This design comes from an exercise in tuning for small area, a short achievable clock period and few clock cycles per item on the open sky130 flow, not from production work. Only simulation tests tie the RTL to the original design; equivalence was not proved. Power is estimated from default activity; no workload was simulated.

===== flow/config.mk =====
export PLATFORM = sky130hd
export DESIGN_NAME = huff_top
export DESIGN_NICKNAME = huff_top
export VERILOG_FILES = /design/flow/design.v
export SDC_FILE = /design/flow/constraint.sdc
export NUM_CORES = 4
export LEC_CHECK = 0
export CAP_MARGIN = 20
export CORE_MARGIN = 2
export CORE_UTILIZATION = 40
export PLACE_DENSITY = 0.6
export SETUP_SLACK_MARGIN = 2.5
export SLEW_MARGIN = 20

===== flow/constraint.sdc =====
create_clock -name core_clock -period 5.0 [get_ports {clk}]
set_input_delay 1.0000 -clock core_clock [delete_from_list [all_inputs] [get_ports {clk}]]
set_output_delay 1.0000 -clock core_clock [all_outputs]
set_load 0.01 [all_outputs]

===== flow/design.v =====
`timescale 1ns/1ns
module huff_top
(
  input  logic       clk,
  input  logic       rst,
  input  logic       sym_req,
  input  logic [3:0] sym,
  output logic       sym_ack,
  output logic       table_start,
  output logic       table_valid,
  output logic       table_bit,
  output logic       table_done
);
  localparam logic [8:0] WMAX = 9'h1FF;         
  localparam logic [1:0] M_INIT = 2'd0;         
  localparam logic [1:0] M_COLL = 2'd1;         
  localparam logic [1:0] M_WAIT = 2'd2;         
  localparam logic [1:0] M_BLD  = 2'd3;         
  logic [1:0] mode;
  logic [3:0] p;                                
  logic [3:0] rnd;                              
  logic [7:0] blk;                              
  logic       take;
  logic       last_p;
  logic       bld_end;
  assign last_p  = (p == 4'd9);
  assign take    = sym_req & ~sym_ack & (mode == M_COLL);
  assign bld_end = (mode == M_BLD) & last_p & (rnd == 4'd8);
  logic [8:0] w  [10];                          
  logic [2:0] sm [10];                          
  logic [3:0] n;                                
  logic [2:0] sm_n;
  assign n = last_p ? 4'd0 : p + 4'd1;
  always_comb
  begin
    sm_n = '0;
    for (int i = 0; i < 10; i++)
      if (n == 4'(i))
        sm_n = sm[i];
  end
  logic [8:0] best_w, sec_w, sum_r;
  logic [3:0] best_i, sec_i, a_r, b_r;
  logic       is_a, is_b;                       
  logic [8:0] x;                                
  logic       first;
  logic [8:0] cb, cs;
  logic       le_b, le_s;
  logic [3:0] fa, fb;
  logic [8:0] fsum;
  assign x     = is_a ? WMAX : (is_b ? sum_r : w[0]);
  assign first = (p == 4'd0);
  assign cb    = first ? WMAX : best_w;
  assign cs    = first ? WMAX : sec_w;
  assign le_b  = (x <= cb);                     
  assign le_s  = (x <= cs);
  assign fa    = le_b ? p : best_i;
  assign fb    = le_b ? best_i : (le_s ? p : sec_i);
  assign fsum  = best_w + (le_s ? x : sec_w);
  always_ff @(posedge clk)
  begin
    for (int i = 0; i < 8; i++)
      w[i+1] <= w[i+2];
    w[9] <= ((mode == M_INIT) || (mode == M_BLD && rnd == 4'd8)) ? 9'd0 : x;
    w[0] <= (mode == M_INIT) ? 9'd0 : w[1] + {6'd0, sm_n};
    for (int i = 0; i < 10; i++)
      sm[i] <= ((n == 4'(i)) ? 3'd0 : sm[i]) + {2'd0, take && (sym == 4'(i))};
    if (le_b)
    begin
      best_w <= x;
      best_i <= p;
      sec_w  <= cb;
      sec_i  <= best_i;
    end
    else if (le_s)
    begin
      sec_w <= x;
      sec_i <= p;
    end
    if (last_p)
      sum_r <= fsum;
  end
  logic [7:0] rec [9];                          
  logic [3:0] q;                                
  logic [3:0] ra, rb;
  assign ra = rec[0][7:4];
  assign rb = rec[0][3:0];
  always_ff @(posedge clk)
  begin
    for (int i = 0; i < 8; i++)
      rec[i] <= rec[i+1];
    rec[8] <= (mode == M_BLD && last_p) ? {fa, fb} : rec[0];
  end
  localparam logic [1:0] E_IDLE = 2'd0;
  localparam logic [1:0] E_SYNC = 2'd1;         
  localparam logic [1:0] E_WALK = 2'd2;         
  localparam logic [1:0] E_EMIT = 2'd3;         
  logic [1:0] est;
  logic [3:0] dig;
  logic [3:0] s;                                
  logic [9:0] code;                             
  logic       last_bit;
  assign last_bit = (code[9:1] == 9'd1);
  always_ff @(posedge clk or negedge rst)
  begin
    if (!rst)
    begin
      mode        <= M_INIT;
      p           <= '0;
      rnd         <= '0;
      blk         <= '0;
      sym_ack     <= 1'b0;
      a_r         <= '0;
      b_r         <= '0;
      is_a        <= 1'b0;
      is_b        <= 1'b0;
      q           <= '0;
      est         <= E_IDLE;
      dig         <= '0;
      s           <= '0;
      code        <= '0;
      table_start <= 1'b0;
      table_valid <= 1'b0;
      table_bit   <= 1'b0;
      table_done  <= 1'b0;
    end
    else
    begin
      p       <= n;
      sym_ack <= sym_req & (sym_ack | (mode == M_COLL));
      if (take)
        blk <= blk + 8'd1;
      is_a <= 1'b0;
      is_b <= 1'b0;
      if (mode == M_BLD)
      begin
        if (last_p)
        begin
          is_a <= (rnd != 4'd8) && (fa == 4'd0);
          is_b <= (rnd != 4'd8) && (fb == 4'd0);
        end
        else
        begin
          is_a <= (n == a_r);
          is_b <= (n == b_r);
        end
      end
      case (mode)
        M_INIT:
          if (last_p)
            mode <= M_COLL;
        M_COLL:
          if (take && blk == 8'd255)
            mode <= M_WAIT;
        M_WAIT:
          if (last_p)
          begin
            mode <= M_BLD;
            rnd  <= '0;
            a_r  <= 4'd15;
            b_r  <= 4'd15;
          end
        default:
          if (last_p)
          begin
            a_r <= fa;
            b_r <= fb;
            rnd <= rnd + 4'd1;
            if (rnd == 4'd8)
              mode <= M_COLL;
          end
      endcase
      q <= (bld_end || q == 4'd8) ? 4'd0 : q + 4'd1;
      table_start <= 1'b0;
      table_valid <= 1'b0;
      table_bit   <= 1'b0;
      table_done  <= 1'b0;
      case (est)
        E_IDLE:
          ;
        E_SYNC:
          if (dig == 4'd10)
          begin
            table_done <= 1'b1;
            est        <= E_IDLE;
          end
          else if (q == 4'd8)
            est <= E_WALK;
        E_WALK:
        begin
          if (s == ra)
          begin
            code <= {code[8:0], 1'b0};
            s    <= rb;
          end
          else if (s == rb)
            code <= {code[8:0], 1'b1};
          if (q == 4'd8)
            est <= E_EMIT;
        end
        default:
        begin
          table_valid <= 1'b1;
          table_bit   <= code[0];
          code        <= {1'b0, code[9:1]};
          if (last_bit)
          begin
            dig <= dig + 4'd1;
            s   <= dig + 4'd1;
            est <= (q == 4'd8 && dig != 4'd9) ? E_WALK : E_SYNC;
          end
        end
      endcase
      if (bld_end)
      begin
        table_start <= 1'b1;
        est         <= E_WALK;
        dig         <= '0;
        s           <= '0;
        code        <= 10'd1;
      end
    end
  end
endmodule

===== flow/run.sh =====
#!/bin/bash
# synth_recipe.tcl (not shown) runs the flow's synth.tcl, then flattens the netlist and writes it again
# the make line also repeats each setting of config.mk as NAME=value (left out here)
make -C /OpenROAD-flow-scripts/flow DESIGN_CONFIG=/design/flow/config.mk WORK_HOME=/design/flow/orfs CLKGATE_MAP_FILE= SYNTH_SCRIPT=/design/flow/synth_recipe.tcl finish

==> run summary, run 1 <==
DRC=0; multi-input logic area=0.004907 mm²; Achievable Freq=245.8 MHz; Yosys warnings=4; GRT Util Overall=15.03%; FFs w/ async S/R, synth=20.07%; root buffer cell=clkbuf_16; Final Cycle Share=81.38%; antenna cell count=0; vias in the first global route=6495; sequential area share after synthesis=59.01%; final setup fails=0; DRT antenna net count=0; clock buffer count from CTS=29; WS Path Type=flop to flop; XOR/XNOR Fraction of Synth Area=4.285%; Synth cell types=57; Clock transition at path regs=0.06 ns; hold path startpoint=rec[4][0]; data required time of the worst path=5.28 ns; most used cell along the critical path=ha_4; Worst path max stage delay=0.42 ns; DP Cell Count=1266; Hold Vio Cnt, Final=0; fill count=2136; Tmin final=4.069 ns; global route total overflow=0; mean number of vias per cell=4.933; Detailed Routing Iterations Pass 1=8; first-pass GRT wire length=32690 µm; I/O pins=12; H-tree depth=1; routed wire length=22270 µm; unrepaired setup endpoints after global routing=true; pin count of the biggest net entering global routing=58; Die Area=0.02737 mm²; mux contribution to synthesized area=2.809%; Most used DFF post-synth=dfxtp_1; most common cell after layout, fill and taps aside=dfxtp_1; gpl congestion=0.7986; crit path launch=p[1]; Slew Limit Headroom=36.31%; commonest cells after routing, fill and taps aside=209 x dfxtp_1, 64 x nor2_1, 64 x buf_4; CTS Buffer Depth=3; worst skew pair latency=0.54 ns; initial antenna violation count=0; Compound-Gate Fraction of Synth Area=9.447%; hold slack=0.3222 ns; Initial DRC Count=437; CTS tree=built; MaxCap Viol Count=0; startpoint types=flop; Mean Syn Cell Area=11.12 µm²; clk_skew=0.01097 ns; area of the core=0.02584 mm²; # rows=59; number of synthesized flops with an enable pin=18; clock sink count=284; layout cells sized above 1=29.79%; slew at the pin closest to its max-slew limit=0.9534 ns; Synth Area in Simple Gates=12.98%; VDD IR max=0.3721 mV; starting density of the core=40.34%; dpl hpwl=12740 µm; area delta synth->final=32.76%; Mapped Nets=1016; Port Buffers=11; DR vias=7034; hold crit path type=flop to flop; routed len/inst=15.61 µm; Gate Count Post-Synth=937; Die Wd=165.4 µm; largest family of logic cells by synthesized area=simple AND/OR/NAND/NOR gates; crit path DAT=4.35 ns; reg-to-reg startpoint=p[1]; FF/Latch Area=0.006157 mm²; Pleak=6.075 nW; CP cell instances=inv_2 > ha_4 > nor3b_4 > buf_6 > buf_6 > nor2_4 > ha_4 > nand3_2 > or3_4 > o21ai_4 > nor2_4 > mux2_4 > ha_4 > inv_2 > fa_2 > inv_1 > a21o_1 > a21oi_2 > o21bai_1 > a21oi_2 > o21ai_1 > xnor2_1; Post-Layout Cell Count=1426; TNS Setup=0 ns; area share of fa/ha/maj cells after synthesis=8.786%; CP max FO=5; DIE HEIGHT=165.4 µm; CP Capture Type=flop; Seq cells post-synth=284; post-synthesis cell area=0.01042 mm²; Slowest-stage cell, CP=dfrtp_2; fin nets=1150; Pwr Density=538.8 mW/mm²; run status=finished clean; Final Max Slew Viols=0
==> repair_timing <==
action                     in CTS  in global routing
setup buffers                  61                 45
pin swaps                      42                 47
setup endpoints to repair     106                 95
gates resized for setup       107                111
cloned                          2                  1
hold buffers                    0                  0
==> per-stage QoR <==
stage / instance area, µm² / worst slack, ns / power (mW) / utilization [%]
2_1_floorplan: 10610 / 0.8489 / 3.565 / -
3_3_place_gp: 11020 / 0.6178 / 3.730 / 42.67
3_5_place_dp: 11020 / 0.5471 / 3.738 / 42.67
4_1_cts: 12980 / 1.093 / 6.844 / 50.25
5_1_grt: 13840 / 0.8066 / 7.767 / 53.56
6_report: 13840 / 0.9310 / 7.456 / 53.56
==> routing by layer <==
layer / global-route usage (%) / vias up / share of wire [%]
met2: 24.34 / 115 / 47
met3: 2.323 / 51 / 3.2
met5: 0 / - / 0
met1: 20.48 / 3389 / 46
met4: 5.368 / 0 / 3.6
li1: - / 3479 / -
==> power by group <==
| part | leakage [nW] | switching (mW) | internal [mW] |
|---|---|---|---|
| Clock | 0.477 | 0.868 | 1.27 |
| Combinational | 2.95 | 1.28 | 1.43 |
| Sequential | 2.65 | 0.103 | 2.50 |
| Total | 6.08 | 2.25 | 5.20 |
==> worst paths after layout <==
| check | end | slack (ns) | cells after the start |
|---|---|---|---|
| worst max-delay path | sum_r[8] | 0.93 | 22 |
| max in group asynchronous | p[0] | 3.85 | 2 |
| min in group asynchronous | dig[0] | 0.62 | 2 |
| worst min-delay path | rec[3][0] | 0.32 | 0 |
| worst min register to register | rec[3][0] | 0.32 | 0 |
| worst max register to register | sum_r[8] | 0.93 | 22 |
==> cell families (layout without fill, tap and decap cells) <==
| group | after synthesis | in the layout |
|---|---|---|
| xor gates and xnor gates | 51 | 51 |
| and+or+nand+nor | 277 | 277 |
| adders and majority gates | 72 | 72 |
| DFF | 284 | 284 |
| muxes | 27 | 27 |
| AOI/OAI and AO/OA | 155 | 155 |
| buffers and inverters | 71 | 225 |
==> worst max-delay path: cells and delay by family (launching register included) <==
kind | cells | cell delay [ns]
AO/OA/AOI/OAI | 6 | 0.77
flip-flops | 1 | 0.42
adder cells (fa/ha/maj) | 4 | 0.79
buffers and inverters | 5 | 0.48
multiplexers | 1 | 0.33
AND/OR/NAND/NOR | 5 | 0.90
XOR/XNOR | 1 | 0.12
==> flip-flops by register name, summed over array words and instances, names as in the netlist, 8 cells and up <==
signal,cells
w,90
rec,72
sm,30
code,10
best_w,9
sec_w,9
sum_r,9
blk,8
==> synth_stat cells (6+ instances only) <==
cell,count,area share [%]
a211o_1,11,0.92
a21o_1,8,0.58
a21oi_1,52,2.5
and2_1,17,1.0
clkbuf_1,14,0.50
dfrtp_1,57,14
dfxtp_1,209,40
edfxtp_1,18,5.2
ha_1,70,8.4
inv_1,47,1.7
mux2_2,18,1.9
mux2i_1,9,0.86
nand2_1,60,2.2
nand2b_1,6,0.36
nand3_1,33,1.6
nor2_1,82,3.0
nor2b_1,30,1.8
nor3_1,10,0.48
o21ai_0,38,1.8
or3_1,8,0.48
xnor2_1,27,2.3
xor2_1,24,2.0
==> area by class of cell <==
| type | count | share of cell area [%] |
|---|---|---|
| repair inverters | 2 | 0.1808 |
| flip-flops and latches | 284 | 44.49 |
| multi-input cells | 582 | 35.46 |
| clock buffers | 37 | 5.922 |
| inverters | 49 | 1.483 |
| clock inverters | 14 | 1.031 |
| well taps | 335 | 3.029 |
| repair buffers | 123 | 8.400 |
Testbench counts, summed over its fixed seeds: cycles 40,535, blocks 64.
==> run 2: changes to the inputs <==
--- a/flow/config.mk
+++ b/flow/config.mk
@@ -9,5 +9,4 @@
 export CORE_MARGIN = 2
 export CORE_UTILIZATION = 40
 export PLACE_DENSITY = 0.6
-export SETUP_SLACK_MARGIN = 2.5
 export SLEW_MARGIN = 20
==> run 2 against run 1 <==
Against the previous run: still clean on timing, DRC and antenna; non-clock buffer count down 101; power fell by 23%; die area unchanged; design area decreased by 14%; flip-flop and latch count is the same; utilization down 7.4 points; setup slack got worse by 0.52 ns; critical endpoint is now sum_r[7]; largest cell class unchanged.
==> run summary, run 2 <==
CTS Buffer Depth=3 (unchanged); global route total overflow=0 (unchanged); pin count of the biggest net entering global routing=50 (-14%); FFs w/ async S/R, synth=20.07% (unchanged); commonest cells after routing, fill and taps aside=209 x dfxtp_1, 82 x nor2_1, 70 x ha_1; Worst R2R End=sum_r[7]; Largest register FFs=90 (unchanged); reg-to-reg startpoint=p[1]; most common cell after layout, fill and taps aside=dfxtp_1; clock sink count=284 (unchanged); I/O pins=12 (unchanged); WS Path Type=flop to flop; most frequent cell after synthesis=dfxtp_1; Die Wd=165.4 µm (unchanged); antenna cell count=0 (unchanged); post-synthesis cell area=0.01042 mm² (unchanged); PnR worst setup slack=0.4156 ns (-0.5154 ns); Total Power=5.747 mW (-23%); # rows=59 (unchanged); dpl hpwl=12810 µm (+0.56%); Hold Vio Cnt, Final=0 (unchanged); Resized cells post-CTS=0 (-100%); Pleak=5.339 nW (-12%); Slowest-stage cell, CP=dfrtp_1; sequential area share after synthesis=59.01% (unchanged); Tmin final=4.584 ns (+0.5154 ns); Most used DFF post-synth=dfxtp_1; unrepaired setup endpoints after global routing=false; Gate Count Post-Synth=937 (unchanged); starting density of the core=40.34% (unchanged); Clock transition at path regs=0.07 ns (about the same); top-area cell type share of the netlist area=40.14% (unchanged); Final Cycle Share=91.69% (+10 points); DIE HEIGHT=165.4 µm (unchanged); initial antenna violation count=0 (unchanged); clk_skew=0.007625 ns (-0.003348 ns); area delta synth->final=14.48%; CTS tree=built; worst skew pair latency=0.53 ns (about the same); main area contributors after synthesis=dfxtp_1 40%, dfrtp_1 14%, ha_1 8.4%; clock buffer count from CTS=28 (-3.4%); first-pass GRT wire length=30970 µm (-5.3%); fill count=2449 (+15%); Worst R2R Path Depth=20 (-9.1%); Final Max Slew Viols=0 (unchanged); DR vias=6410 (-8.9%); area of the core=0.02584 mm² (unchanged); fin nets=1046 (-9.0%); DRT antenna net count=0 (unchanged); r2r setup slk=0.42 ns (-0.52 ns); Mapped Nets=1016 (unchanged); biggest registers after layout=w (90), rec (72), sm (30); most used cell along the critical path=ha_1; startpoint types=flop; gpl congestion=0.8087 (+1.3%); CP cell instances=inv_1 > ha_1 > nor3b_4 > buf_4 > nor2_1 > ha_1 > nand2_1 > or3_1 > o21ai_1 > nor2_1 > buf_4 > mux2i_2 > inv_1 > ha_1 > a21o_1 > a21oi_1 > o21bai_1 > a21oi_1 > o21ai_0 > xor2_1; run status=finished clean; Seq cells post-synth=284 (unchanged); vias in the first global route=6219 (-4.2%); TNS Setup=0 ns (unchanged); final setup fails=0 (unchanged); routed wire length=18430 µm (-17%); MaxCap Viol Count=0 (unchanged); slew at the pin closest to its max-slew limit=0.9127 ns (-0.04073 ns); Synth cell types=57 (unchanged); Detailed Routing Iterations Pass 1=5 (-3); CTS Hold Buffers Added=0 (unchanged); Worst path max stage delay=0.48 ns (+0.06 ns); crit path launch=p[1]; number of synthesized flops with an enable pin=18 (unchanged); Yosys warnings=4 (unchanged); CP endpoint=sum_r[7]; mean number of vias per cell=4.841 (-1.9%); Initial DRC Count=489 (+12%); crit path DAT=4.86 ns (+0.51 ns); VDD IR max=0.2705 mV (-27%); Pwr Density=481.6 mW/mm² (-11%); root buffer cell=clkbuf_16; Die Area=0.02737 mm² (unchanged); data required time of the worst path=5.28 ns (about the same); GRT Util Overall=14.08% (-0.95 points); Achievable Freq=218.1 MHz (-11%); CP Capture Type=flop; routed len/inst=13.92 µm (-11%); Port Buffers=11 (unchanged); commonest cells in the netlist=209 x dfxtp_1, 82 x nor2_1, 70 x ha_1; H-tree depth=1 (unchanged); Slew Limit Headroom=39.03% (+2.7 points); layout cells sized above 1=9.808% (-20 points); hold slack=0.3118 ns (-0.01038 ns); hold crit path type=input pin to asynchronous set/reset pin; Setup WS pre-CTS=0.2529 ns (-0.2942 ns); DRC=0 (unchanged); post-CTS setup buffers=0 (-100%); Mean Syn Cell Area=11.12 µm² (unchanged); post-synth top area cell=dfxtp_1; CP max FO=9 (+4); Biggest register=w
[run 2: cells by family after synthesis]
| family | count (synthesis) | synth area share, % |
|---|---|---|
| flip-flops | 284 | 59.01 |
| AND/OR/NAND/NOR | 277 | 12.98 |
| AO/OA/AOI/OAI | 155 | 9.447 |
| adder cells (fa/ha/maj) | 72 | 8.786 |
| buffers and inverters | 71 | 2.689 |
| XOR/XNOR | 51 | 4.285 |
| multiplexers | 27 | 2.809 |
[run 2: area by class of cell]
cell class                      instances  area (µm²)  area share, %
Tap cell                              335       419.2          3.513
Sequential cell                       284        6151          51.55
Multi-Input combinational cell        582        4014          33.64
Timing Repair Buffer                   22       187.7          1.573
Clock buffer                           34       785.8          6.585
Clock inverter                         18       191.4          1.604
Inverter                               49       183.9          1.541
[run 2: per-stage QoR]
step / cell area [µm²] / cells / utilization, %
floorplan: 10430 / 937 / -
global placement: 10940 / 1272 / 42.34
detailed placement: 10940 / 1272 / 42.34
CTS: 11920 / 1324 / 46.12
global route: 11930 / 1324 / 46.18
finish: 11930 / 1324 / 46.18
[run 2: how the worst min path moves through the flow]
stage,from,endpoint,slack (ns),cells after the start
floorplan,rec[1][0],rec[0][0],0.31,0
global placement,rec[3][7],rec[2][7],0.31,0
detailed placement,rec[2][5],rec[1][5],0.31,0
CTS,rst,blk[5],0.29,1
global route,rst,blk[5],0.29,1
finish,rst,blk[1],0.31,1
[run 2: where the power goes]
part | internal (mW) | leakage, nW | total (mW) | switching (mW)
Clock | 1.28 | 0.479 | 2.16 | 0.874
Combinational | 0.379 | 2.21 | 1.01 | 0.634
Sequential | 2.50 | 2.65 | 2.58 | 0.0745
Total | 4.16 | 5.34 | 5.75 | 1.58
[run 2: routing by layer]
| metal | track usage [%] | part of all wire (%) | vias up |
|---|---|---|---|
| met3 | 2.498 | 4.3 | 32 |
| met1 | 19.88 | 49 | 3000 |
| met4 | 4.271 | 2.6 | 0 |
| met2 | 22.06 | 44 | 116 |
| li1 | - | - | 3262 |
| met5 | 0 | 0 | - |
[run 2: worst max-delay path, delay by kind of cell (launching register included)]
kind | cells | cell delay, ns
and+or+nand+nor | 5 | 1.01
xor gates and xnor gates | 1 | 0.16
DFF | 1 | 0.48
muxes | 1 | 0.27
adders and majority gates | 3 | 0.76
AOI/OAI and AO/OA | 6 | 1.03
buffers and inverters | 4 | 0.64

==> re-timing with driven ports <==
In the flow no input, the clock included, has a driving cell. The finished layouts below were timed again as built, in two steps.
Step 1 (the two cells are an assumption about what drives the block):
set clk [get_ports {clk}]
set_driving_cell -lib_cell sky130_fd_sc_hd__clkbuf_16 $clk
set_driving_cell -lib_cell sky130_fd_sc_hd__buf_2 [delete_from_list [all_inputs] $clk]
Step 2 adds t to the input delays and takes it off the output delays; t is the mean of the earliest and latest rising clock arrival at the registers after step 1. Input paths then give back, and output paths get back, about the clock's delay inside the block.
a / b / c = ideal / step 1 / step 2; a / b = the first two.
run	t, ns	slack for setup (ns)	worst setup path at the end	latest minus earliest clock arrival (ns)	worst slew at a driven data input, ns
run 1	0.578	0.931 / 0.931 / 0.931	register to register	0.012 / 0.012	0.03
run 2	0.574	0.416 / 0.416 / 0.416	register to register	0.010 / 0.010	0.03
After both steps every run listed still meets setup and hold.
